What follows belongs to an exercise in optimizing a design on an open flow for a short achievable clock period; a production flow would make more cautious choices.
RTL that was checked went through simulation tests only; none was proved equivalent to the original.
Power and IR drop assume default switching activity.

## cf_checker_top
module cf_checker_top (
   input  logic                 clk,
   input  logic                 reset_,
   input  logic                 cf_enable,
   input  logic   [cf_pkg::num_slots:1] commit,
   input  cf_pkg::instr_t [cf_pkg::num_slots:1] slot_instr,
   input  cf_pkg::addr_t  [cf_pkg::num_slots:1] slot_pc,
   input  cf_pkg::isize_t [cf_pkg::num_slots:1] slot_isize,
   input  logic   [cf_pkg::num_slots:1] slot_taken,           
   input  logic   [cf_pkg::num_slots:1] slot_is_dup,
   input  logic   [cf_pkg::num_slots:1] slot_received_kill,
   input  logic                 dut_branch_taken,
   input  logic                 rf_write_en,
   input  cf_pkg::reg_addr_t            rf_write_rd,
   input  cf_pkg::addr_t                rf_write_data,
   output logic                 rf_lock,
   output logic                 rf_unlock,
   output logic                 check_done,
   output logic                 err_cf_dest,
   output logic                 err_no_orig,
   output logic                 err_link
);
Size: about 550 flip-flops, about 190 I/O pins, roughly 27,000 um^2 of cells after synthesis.
export LEC_CHECK = 0
export CAP_MARGIN = 20
export CORE_MARGIN = 2
export CORE_UTILIZATION = 40
export SETUP_SLACK_MARGIN = 2.9
export SLEW_MARGIN = 20
export SYNTH_HIERARCHICAL = 1
export SYNTH_MINIMUM_KEEP_SIZE = 0
export TNS_END_PERCENT = 30
create_clock -name core_clock -period 5.6 [get_ports {clk}]
standard.sh (not shown) runs the stock make flow with config.mk's settings and CLKGATE_MAP_FILE= SYNTH_SCRIPT=/design/flow/synth_recipe.tcl, a recipe that flattens the netlist after the stock synthesis.
==> flow/flow/run.sh <==
#!/bin/bash
# Standard ORFS layout with faster port buffers and unrestricted timing repair.
# Each tool's full output stays in orfs/logs; this script's own log is flow_run.log.
set -uo pipefail
exec > flow_run.log 2>&1
bash standard.sh \
   BUFFER_PORTS_ARGS="-buffer_cell sky130_fd_sc_hd__buf_4" \
   MATCH_CELL_FOOTPRINT=0 \
   finish
The baseline finished clean.
Then changed:
SETUP_SLACK_MARGIN = 5.0   (was 2.9)
TNS_END_PERCENT = 5   (was 30)
=>
- routed wire length came out lower by a little under a tenth
- setup slack loses 0.018 ns
- die area is unchanged
- power is lower slightly
- flip-flop and latch count does not change
- clock power is about the same
- via count drops by a few percent
- combinational power decreases by a few percent
- cell count fell slightly
- global-route usage decreases by 1.4 points
No run of this note included a check of the RTL's function; only the layout flow was run.

* * *

== zinc ==
Another version of the RTL of cf_checker_top (not shown whole).
Size: roughly 2300 cells after synthesis, ~190 I/O pins.
// cf_checker_top
module cf_checker_top (
   input  logic                 clk,
   input  logic                 reset_,
   input  logic                 cf_enable,
   input  logic   [cf_pkg::num_slots:1] commit,
   input  cf_pkg::instr_t [cf_pkg::num_slots:1] slot_instr,
   input  cf_pkg::addr_t  [cf_pkg::num_slots:1] slot_pc,
   input  cf_pkg::isize_t [cf_pkg::num_slots:1] slot_isize,
   input  logic   [cf_pkg::num_slots:1] slot_taken,           
   input  logic   [cf_pkg::num_slots:1] slot_is_dup,
   input  logic   [cf_pkg::num_slots:1] slot_received_kill,
   input  logic                 dut_branch_taken,
   input  logic                 rf_write_en,
   input  cf_pkg::reg_addr_t            rf_write_rd,
   input  cf_pkg::addr_t                rf_write_data,
   output logic                 rf_lock,
   output logic                 rf_unlock,
   output logic                 check_done,
   output logic                 err_cf_dest,
   output logic                 err_no_orig,
   output logic                 err_link
);
export LEC_CHECK = 0
export CAP_MARGIN = 20
export CORE_MARGIN = 2
export CORE_UTILIZATION = 40
export PLACE_DENSITY = 0.75
export SETUP_SLACK_MARGIN = 5.0
export SLEW_MARGIN = 20
export SYNTH_HIERARCHICAL = 1
export SYNTH_MINIMUM_KEEP_SIZE = 0
export TNS_END_PERCENT = 5
create_clock -name core_clock -period 5.6 [get_ports {clk}]
Scripts as last shown in full above: flow/flow/run.sh
No stage failed in zinc, and the final checks on the layout all came back clean.
Here is what was changed in the inputs of lagoon compared with zinc.
Settings: a deleted PLACE_DENSITY that had been 0.75; a change of CORE_UTILIZATION from 40 to 55.
## What came out
[compare] base=zinc new=lagoon: overall power after layout now sits higher; die width lost 14%; worst setup slack saw a decrease; floorplan row count has decreased.
Inputs modified between lagoon and amber:
Settings: CORE_UTILIZATION now 40, was 55.
--- outcome ---
- When amber is measured against lagoon, its synthesis-to-finish area growth turns out 2.0 points lower.
- Compared with lagoon, in amber detailed placement HPWL moved up, clock skew now sits higher, signal arrival time at the worst endpoint shows a reduction of 1580 ps.
- Delta(number of inserted filler cells in the final layout, amber - lagoon) > 0
- A worst-path cell with the longest stage delay of nor3b_4 is what lagoon shows, while nor3_4 belongs to amber.
- Lower wire length goes to amber over lagoon.
- A critical path endpoint of q_g[1][22]$_DFFE_PP_ is what lagoon shows, while rf_unlock belongs to amber.

-- what the ideal ports hide --
The flow's constraints put no driver on any port. The routed layouts listed below were extracted and timed again, unchanged, in two steps.
Step 1 (the two cells are an assumption about what drives the block):
set clk [get_ports {clk}]
set_driving_cell -lib_cell sky130_fd_sc_hd__clkbuf_16 $clk
set_driving_cell -lib_cell sky130_fd_sc_hd__buf_2 [delete_from_list [all_inputs] $clk]
Step 2 also shifts input and output timing later by t, the mid clock arrival at the registers, as if the neighbouring blocks saw the same clock.
a / b / c = no drivers / after step 1 / after step 2; a / b = the first two.
| run | shift t [ns] | setup WS [ns] | hold WS [ns] | worst setup path after step 2 | cell pins on the clock port's net |
|---|---|---|---|---|---|
| the first run of note 1 | 0.668 | 2.655 / 2.668 / 2.000 | 0.423 / 0.423 / 0.423 | input to register | 1 |
| the second run of note 1 | 0.665 | 2.637 / 2.665 / 2.000 | 0.436 / 0.436 / 0.436 | input to register | 1 |
| zinc | 0.700 | 2.743 / 2.728 / 2.071 | 0.447 / 0.447 / 0.447 | input to register | 1 |
| lagoon | 0.688 | 2.672 / 2.665 / 2.003 | 0.423 / 0.423 / 0.423 | input to register | 1 |
| amber | 0.687 | 2.752 / 2.712 / 2.121 | 0.425 / 0.425 / 0.425 | input to register | 1 |
After both steps every run listed still meets setup and hold. The setup slack of zinc, which loses most, moves by -0.015 ns with the drivers and by -0.672 ns with both steps.
